This design comes from an exercise in tuning for small area on the open sky130 flow, not from production work. Only simulation tests tie the RTL to the original design; equivalence was not proved. Power figures rest on the tool's default switching activity, not on a simulated workload.

== rev 12 ==
## preproc_top
module preproc_top (
  input  logic                   clk_i,
  input  logic                   rst_ni,
  input  logic                   cfg_req_i,
  output logic                   cfg_gnt_o,
  input  logic                   cfg_we_i,
  input  preproc_reg_pkg::addr_t cfg_addr_i,
  input  preproc_reg_pkg::word_t cfg_wdata_i,
  output preproc_reg_pkg::word_t cfg_rdata_o,
  output logic                   cfg_rvalid_o,
  input  preproc_pkg::sample_t   idata_i,
  input  logic                   idata_valid_i,
  output logic                   idata_ready_o,
  output preproc_pkg::sample_t   odata_o,
  output logic                   odata_valid_o,
  input  logic                   odata_switch_channel_i,
  input  logic                   odata_ack_sample_i
);
  function automatic logic [16:0] rca16(input logic [15:0] a, input logic [15:0] b, input logic ci);
    logic c;
    c = ci;
    for (int i = 0; i < 16; i++) begin
      rca16[i] = a[i] ^ b[i] ^ c;
      c = (a[i] & b[i]) | (c & (a[i] ^ b[i]));
    end
    rca16[16] = c;
  endfunction
  logic       wr_en, rd_en;
  logic       chan_ok, b_cfg, b_pre, b_post, a_sub, a_srst, a_ill;
  logic [3:0] ch_dec;
  logic       soft_reset;
  assign cfg_gnt_o = cfg_req_i;
  assign wr_en     = cfg_req_i & cfg_we_i;
  assign rd_en     = cfg_req_i & ~cfg_we_i;
  assign chan_ok = (cfg_addr_i[7:4] == 4'd0);
  ...
Settings: LEC_CHECK=0, CAP_MARGIN=20, CORE_MARGIN=2, CORE_UTILIZATION=65, SLEW_MARGIN=20; clock period 12.0 ns.
standard.sh (not shown) runs the stock make flow with config.mk's settings and CLKGATE_MAP_FILE= SYNTH_SCRIPT=/design/flow/synth_recipe.tcl, a recipe that flattens the netlist after the stock synthesis.
==> flow/flow/run.sh <==
#!/bin/bash
set -o pipefail
export BUFFER_PORTS_ARGS="-buffer_cell sky130_fd_sc_hd__buf_1"
export CTS_ARGS="-sink_clustering_enable -repair_clock_nets -sink_clustering_size 25 -sink_clustering_max_diameter 100 -buf_list sky130_fd_sc_hd__clkbuf_16 -dont_use_dummy_load"
bash standard.sh finish 2>&1 | tee standard.log
Input changes introduced in rev 13 (baseline for comparison: rev 12):
--- a/flow/design.v
+++ b/flow/design.v
@@ -813,40 +813,38 @@
   logic [15:0] subsampl;
   for (genvar c = 0; c < 4; c++) begin : g_fields
     assign chan_en[c]   = vcfg_q[c] & ccfg_q[c][0];
     assign offrem_en[c] = vcfg_q[c] & ccfg_q[c][1];
   end
   assign subsampl = vsub_q ? sub_q : 16'h0000;
-  logic        rvalid_q;
-  logic [17:0] rdata_q;
-  logic        rill_q;
-  logic [17:0] rd_low;
+  logic       rvalid_q;
+  logic [4:0] rsel_q;    
+  logic [3:0] rch_q;     
   always_ff @(posedge clk_i or negedge rst_ni) begin
     if (!rst_ni) begin
       rvalid_q <= 1'b0;
     end else begin
       rvalid_q <= rd_en;
     end
   end
+  always_ff @(posedge clk_i) begin
+    rsel_q <= {a_ill, a_sub, b_post, b_pre, b_cfg};
+    rch_q  <= ch_dec;
+  end
+  logic [17:0] rd_low;
   always_comb begin
     rd_low = '0;
     for (int c = 0; c < 4; c++) begin
-      rd_low |= {18{b_cfg  & ch_dec[c] & vcfg_q[c]}}  & ccfg_q[c];
-      rd_low |= {18{b_pre  & ch_dec[c] & vpre_q[c]}}  & {2'b00, pre_q[c]};
-      rd_low |= {18{b_post & ch_dec[c] & vpost_q[c]}} & {2'b00, post_q[c]};
-    end
-    rd_low |= {18{a_sub & vsub_q}} & {2'b00, sub_q};
-    rd_low |= {18{a_ill}} & preproc_reg_pkg::ILLEGAL_READ_DATA[17:0];
-  end
-  always_ff @(posedge clk_i) begin
-    if (rd_en) begin
-      rdata_q <= rd_low;
-      rill_q  <= a_ill;
+      rd_low |= {18{rsel_q[0] & rch_q[c] & vcfg_q[c]}}  & ccfg_q[c];
+      rd_low |= {18{rsel_q[1] & rch_q[c] & vpre_q[c]}}  & {2'b00, pre_q[c]};
+      rd_low |= {18{rsel_q[2] & rch_q[c] & vpost_q[c]}} & {2'b00, post_q[c]};
     end
+    rd_low |= {18{rsel_q[3] & vsub_q}} & {2'b00, sub_q};
+    rd_low |= {18{rsel_q[4]}} & preproc_reg_pkg::ILLEGAL_READ_DATA[17:0];
   end
-  assign cfg_rdata_o  = {{14{rill_q}} & preproc_reg_pkg::ILLEGAL_READ_DATA[31:18], rdata_q};
+  assign cfg_rdata_o  = {{14{rsel_q[4]}} & preproc_reg_pkg::ILLEGAL_READ_DATA[31:18], rd_low};
   assign cfg_rvalid_o = rvalid_q;
   logic [3:0] pending_q, act, remaining;
   logic [3:0] fifo_full, fifo_empty;
   logic       accept;
   assign act[0] = pending_q[0];
   assign act[1] = pending_q[1] & ~pending_q[0];
Compared with rev 12, in rev 13 clock share of power fell 0.3 points; number of detailed-route iterations in the first pass fell 2.
Combinational power (rev 13 over rev 12): decrease, about 8%
Of rev 13 and rev 12, rev 12 shows the higher count of multi-input gates, with rev 13 below it.
Rev 13 against rev 12: final cell count lost 60, number of gates on the worst path with buffers counted went down, number of buffers inserted to repair setup after CTS shows no meaningful change, area fraction in and, or, nand and nor cells after synthesis now larger, fraction of area in multi-input gates grew by 0.40 points.
[compare] base=rev 12 new=rev 13: design area down about 1.4%; global routing usage on met3 went up 0.79 points.
Rev 13 ended with less post-route total power than rev 12.
Lower routed wire length goes to rev 12 over rev 13.

-- what the ideal ports hide --
The flow's constraints put no driver on any port. The routed layouts listed below were extracted and timed again, unchanged, in two steps. Step 1 (the two cells are an assumption about what drives the block):
set clk [get_ports {clk_i}]
set_driving_cell -lib_cell sky130_fd_sc_hd__clkbuf_16 $clk
set_driving_cell -lib_cell sky130_fd_sc_hd__buf_2 [delete_from_list [all_inputs] $clk]
Step 2 also shifts input and output timing later by t, the mid clock arrival at the registers, as if the neighbouring blocks saw the same clock. Slacks: ideal ports / drivers / drivers and shift; pairs: ideal ports / drivers.
run	shift t [ns]	setup WS [ns]	hold WS [ns]	worst register clock-pin slew, ns	cell pins on the clock port's net
rev 12	0.653	0.866 / 0.866 / 0.344	0.491 / 0.491 / 0.491	0.10 / 0.10	1
rev 13	0.656	0.965 / 0.965 / 0.839	0.495 / 0.495 / 0.495	0.10 / 0.10	1
After both steps every run listed still meets setup and hold. The setup slack of rev 12, which loses most, moves by 0.000 ns with the drivers and by -0.522 ns with both steps.
